Context: an optimization exercise on an open-source flow, tuned for small area. The choices shown serve that exercise and are no tape-out recipe. The RTL was checked by simulation tests, not by an equivalence proof against the original design. Power and IR drop assume default switching activity.

==> tundra: inputs <==
// ebvc_top
module ebvc_top (
	input  logic            clk,
	input  logic            rst_n,
	input  logic            run,             
	input  logic            host_req,
	input  logic            host_we,
	input  ebvc_pkg::addr_t host_addr,
	input  ebvc_pkg::byte_t host_wdata,
	output logic            host_ack,
	output ebvc_pkg::byte_t host_rdata,
	output logic            busy,
	output ebvc_pkg::byte_t port_a,
	output logic            port_strobe
);
clock: 9.0 ns
lec_check: 0
cap_margin: 20
core_margin: 2
core_utilization: 40
cts_cluster_diameter: 100
cts_cluster_size: 30
slew_margin: 20
run.sh (not shown) runs the stock make flow with config.mk's settings and CLKGATE_MAP_FILE= SYNTH_SCRIPT=/design/flow/synth_recipe.tcl, a recipe that flattens the netlist after the stock synthesis.
==> inputs of xenon, as changes to tundra <==
==> flow/design.v (replaced) <==
`default_nettype none
package ebvc_pkg;
	localparam int DATA_W    = 8;               
	localparam int ADDR_W    = 8;               
	localparam int MEM_DEPTH = 1 << ADDR_W;     
	typedef logic [DATA_W-1:0] byte_t;
	typedef logic [ADDR_W-1:0] addr_t;
endpackage
`default_nettype wire
`timescale 1ns/1ps
`default_nettype none
module ebvc_mem (
	input  logic            clk,
	input  logic [3:0]      ring_sel,       
	input  logic            we,             
	input  ebvc_pkg::byte_t wdata,
	output ebvc_pkg::byte_t tap             
);
	logic [127:0] ring [16];
	for (genvar r = 0; r < 16; r++) begin : g_ring
		always_ff @(posedge clk) begin
			ring[r] <= {ring[r][119:0], (we && (ring_sel == 4'(r))) ? wdata : ring[r][127:120]};
		end
	end
	assign tap = ring[ring_sel][127:120];
endmodule
`default_nettype wire
`timescale 1ns/1ps
`default_nettype none
module ebvc_top (
	input  logic            clk,
	input  logic            rst_n,
	input  logic            run,             
	input  logic            host_req,
	input  logic            host_we,
	input  ebvc_pkg::addr_t host_addr,
	input  ebvc_pkg::byte_t host_wdata,
	output logic            host_ack,
	output ebvc_pkg::byte_t host_rdata,
	output logic            busy,
	output ebvc_pkg::byte_t port_a,
	output logic            port_strobe
);
	localparam logic [1:0] S_IDLE  = 2'd0;
	localparam logic [1:0] S_FETCH = 2'd1;      
	localparam logic [1:0] S_OPER  = 2'd2;      
	localparam logic [1:0] S_DATA  = 2'd3;      
	logic [1:0] st;
	logic [3:0] ph;                             
	logic [7:0] ar;                             
	logic [7:0] oa;                             
	logic [7:0] ir;
	logic [7:0] rx, ry, rz, ra;
	logic       cf, zf;
	logic [7:0] prt;                            
	logic [7:0] addr;
	logic       match;
	logic [7:0] tap;
	logic       mem_we;
	logic [7:0] mem_wdata;
	logic [7:0] op;
	logic [1:0] sel;
	logic [7:0] src;
	logic [7:0] v;
	logic       host_go;
	assign busy       = (st != S_IDLE);
	assign addr       = !busy ? host_addr : (st == S_DATA) ? oa : ar;
	assign match      = (ph == addr[3:0]);
	assign host_go    = !busy && host_req && !host_ack && match;
	assign host_rdata = prt;
	assign port_a     = prt;
	ebvc_mem u_mem (
		.clk      (clk),
		.ring_sel (addr[7:4]),
		.we       (mem_we),
		.wdata    (mem_wdata),
		.tap      (tap)
	);
	assign op = (st == S_FETCH) ? tap : ir;
	logic is_ld, is_li, is_st, is_inz, is_dez, is_clz, is_cla, is_clc;
	logic k_add, k_sub, k_cmp, r_alu, is_jmp, is_out, is_clo, is_hlt;
	logic two, dir, taken;
	always_comb begin
		is_ld  = (op[7:5] == 3'b000) && (op[2:0] == 3'd1);
		is_li  = (op[7:5] == 3'b000) && (op[2:0] == 3'd2);
		is_st  = (op[7:5] == 3'b000) && (op[2:0] == 3'd3);
		is_inz = (op == 8'h15);
		is_dez = (op == 8'h16);
		is_clz = (op == 8'h17);
		is_cla = (op == 8'h1C);
		is_clc = (op == 8'hC6);
		k_add  = (op >= 8'h21) && (op <= 8'h25);
		k_sub  = (op >= 8'h36) && (op <= 8'h3A);
		k_cmp  = (op >= 8'hC1) && (op <= 8'hC5);
		r_alu  = (op >= 8'h21 && op <= 8'h23) || (op >= 8'h36 && op <= 8'h38) ||
			(op >= 8'hC3 && op <= 8'hC5);
		is_jmp = (op >= 8'h81) && (op <= 8'h85);
		is_out = (op >= 8'hF9) && (op <= 8'hFD);
		is_clo = (op == 8'hF9);
		is_hlt = (op == 8'hFF);
		dir    = is_ld || is_st || op == 8'h24 || op == 8'h39 || op == 8'hC1;
		two    = dir || is_li || is_jmp || op == 8'h25 || op == 8'h3A || op == 8'hC2;
		case (op)
			8'h21, 8'h36, 8'hC3, 8'hFA: sel = 2'd0;
			8'h22, 8'h37, 8'hC4, 8'hFB: sel = 2'd1;
			8'h23, 8'h38, 8'hC5, 8'hFC: sel = 2'd2;
			8'hFD:                      sel = 2'd3;
			default:                    sel = op[4:3];
		endcase
		case (op[2:0])
			3'd2:    taken = zf;
			3'd3:    taken = !zf;
			3'd4:    taken = cf;
			3'd5:    taken = !cf;
			default: taken = 1'b1;
		endcase
	end
	always_comb begin
		case (sel)
			2'd0:    src = rx;
			2'd1:    src = ry;
			2'd2:    src = rz;
			default: src = ra;
		endcase
	end
	assign v = (st == S_FETCH) ? src : tap;
	logic       sub;
	logic [8:0] s;
	logic       s_zero;
	assign sub    = k_sub || k_cmp;
	assign s      = {1'b0, ra} + {1'b0, v ^ {8{sub}}} + {8'd0, sub};
	assign s_zero = (s[7:0] == 8'd0);
	logic ex;      
	assign ex = ((st == S_FETCH) && match && !two) || ((st == S_OPER) && !dir) ||
		((st == S_DATA) && match);
	assign mem_we    = ((st == S_DATA) && match && is_st) || (host_go && host_we);
	assign mem_wdata = busy ? src : host_wdata;
	always_ff @(posedge clk) begin
		ph <= ph + 4'd1;
	end
	always_ff @(posedge clk) begin
		if (!rst_n) begin
			st          <= S_IDLE;
			host_ack    <= 1'b0;
			port_strobe <= 1'b0;
		end else begin
			port_strobe <= (st == S_FETCH) && match && is_out;
			if (host_go) begin
				host_ack <= 1'b1;
			end else if (host_ack && !host_req) begin
				host_ack <= 1'b0;
			end
			case (st)
				S_IDLE:  if (run) st <= S_FETCH;
				S_FETCH: if (match) begin
					if (is_hlt)   st <= S_IDLE;
					else if (two) st <= S_OPER;
				end
				S_OPER:  st <= dir ? S_DATA : S_FETCH;
				default: if (match) st <= S_FETCH;
			endcase
		end
	end
	always_ff @(posedge clk) begin
		if (st == S_FETCH) ir <= tap;
		if (st == S_OPER) oa <= tap;
		if (!busy) begin
			ar <= 8'd0;
		end else if (((st == S_FETCH) && match) || (st == S_OPER)) begin
			ar <= ((st == S_OPER) && is_jmp && taken) ? tap : ar + 8'd1;
		end
		if (host_go) begin
			prt <= tap;
		end else if ((st == S_FETCH) && match && is_out) begin
			prt <= is_clo ? 8'd0 : src;
		end
		if (!busy && run) begin
			rx <= 8'd0;
			ry <= 8'd0;
			rz <= 8'd0;
			ra <= 8'd0;
			cf <= 1'b0;
			zf <= 1'b0;
		end else if (busy && ex) begin
			if (is_ld || is_li) begin
				case (op[4:3])
					2'd0:    rx <= tap;
					2'd1:    ry <= tap;
					2'd2:    rz <= tap;
					default: ra <= tap;
				endcase
			end
			if (is_inz) rz <= rz + 8'd1;
			if (is_dez) rz <= rz - 8'd1;
			if (is_clz) rz <= 8'd0;
			if (is_cla) begin
				ra <= 8'd0;
				cf <= 1'b0;
				zf <= 1'b0;
			end
			if (is_clc) cf <= 1'b0;
			if (k_add) begin
				ra <= s[7:0];
				cf <= s[8];
				zf <= s_zero;
			end
			if (k_sub) begin
				ra <= s[7:0];
				cf <= !s[8];
				zf <= s_zero;
			end
			if (k_cmp) begin
				cf <= !s[8] || s_zero;
				zf <= s_zero;
			end
		end
	end
endmodule
`default_nettype wire
Settings changed: CTS_CLUSTER_DIAMETER 100 to unset, CTS_CLUSTER_SIZE 30 to unset.
==> run notes <==
|  | tundra | xenon |
|---|---|---|
| Depth of the most critical reg-to-reg path | 25 | 30 |
| Maximum clock rate | 0.154 GHz | 0.126 GHz |
| Portion of the layout cell area used by non-clock buffers | 0.00978 | 0.0162 |
| Via-per-instance ratio | 4.18 | 4.29 |
| Post-placement cell area | 0.0506 mm² | 0.0518 mm² |
| Combinational power share | 0.083 | 0.097 |
| Fraction of power consumed by the clock network | 0.284 | 0.401 |
| Metal-1 WL | 39.6 mm | 42.1 mm |
| Global-route met3 utilization | 0.0204 | 0.0343 |
| Area fraction of the dominant cell type after synthesis | 0.858 | 0.855 |
| Initial antenna violation count | 2 | 5 |
| Compound-cell area share of the yosys netlist | 0.0425 | 0.0496 |
| Longest individual stage delay on the worst path | 0.66 ns | 0.50 ns |
| Result of the run | finished clean | finished clean |
| Area of the core region | 0.120 mm² | 0.122 mm² |
| Fraction of the cycle the final worst path needs | 0.722 | 0.885 |
| Number of buffer and inverter instances along the worst setup path | 1 | 5 |
| Reg2Reg Setup Slack | 2.66 ns | 1.12 ns |
| Worst-case vdd ir drop | 0.154 mV | 0.213 mV |
| Leakage | 20.6 nW | 22.8 nW |

==> separate check: timing with driven ports <==
The results above use ideal ports. As a check the final layouts listed here were re-extracted and re-timed, cells and wires unchanged.
Step 1 sets driving cells, clkbuf_16 on the clock port and buf_2 on the other inputs (assumed; they add their load-dependent delay and slew).
Step 2 adds t to the input delays and takes it off the output delays; t is the mean of the earliest and latest rising clock arrival at the registers after step 1. Input paths then give back, and output paths get back, about the clock's delay inside the block.
Three values: no drivers, after step 1, after step 2; two values: the first two.
run | t (ns) | setup slack, ns | latest minus earliest clock arrival (ns) | worst data-port slew with drivers (ns)
tundra | 0.734 | 2.503 / 2.545 / 1.811 | 0.043 / 0.044 | 0.04
xenon | 0.822 | 1.032 / 1.032 / 0.210 | 0.057 / 0.058 | 0.08
After both steps every run listed still meets setup and hold. The setup slack of xenon, which loses most, moves by 0.000 ns with the drivers and by -0.822 ns with both steps.
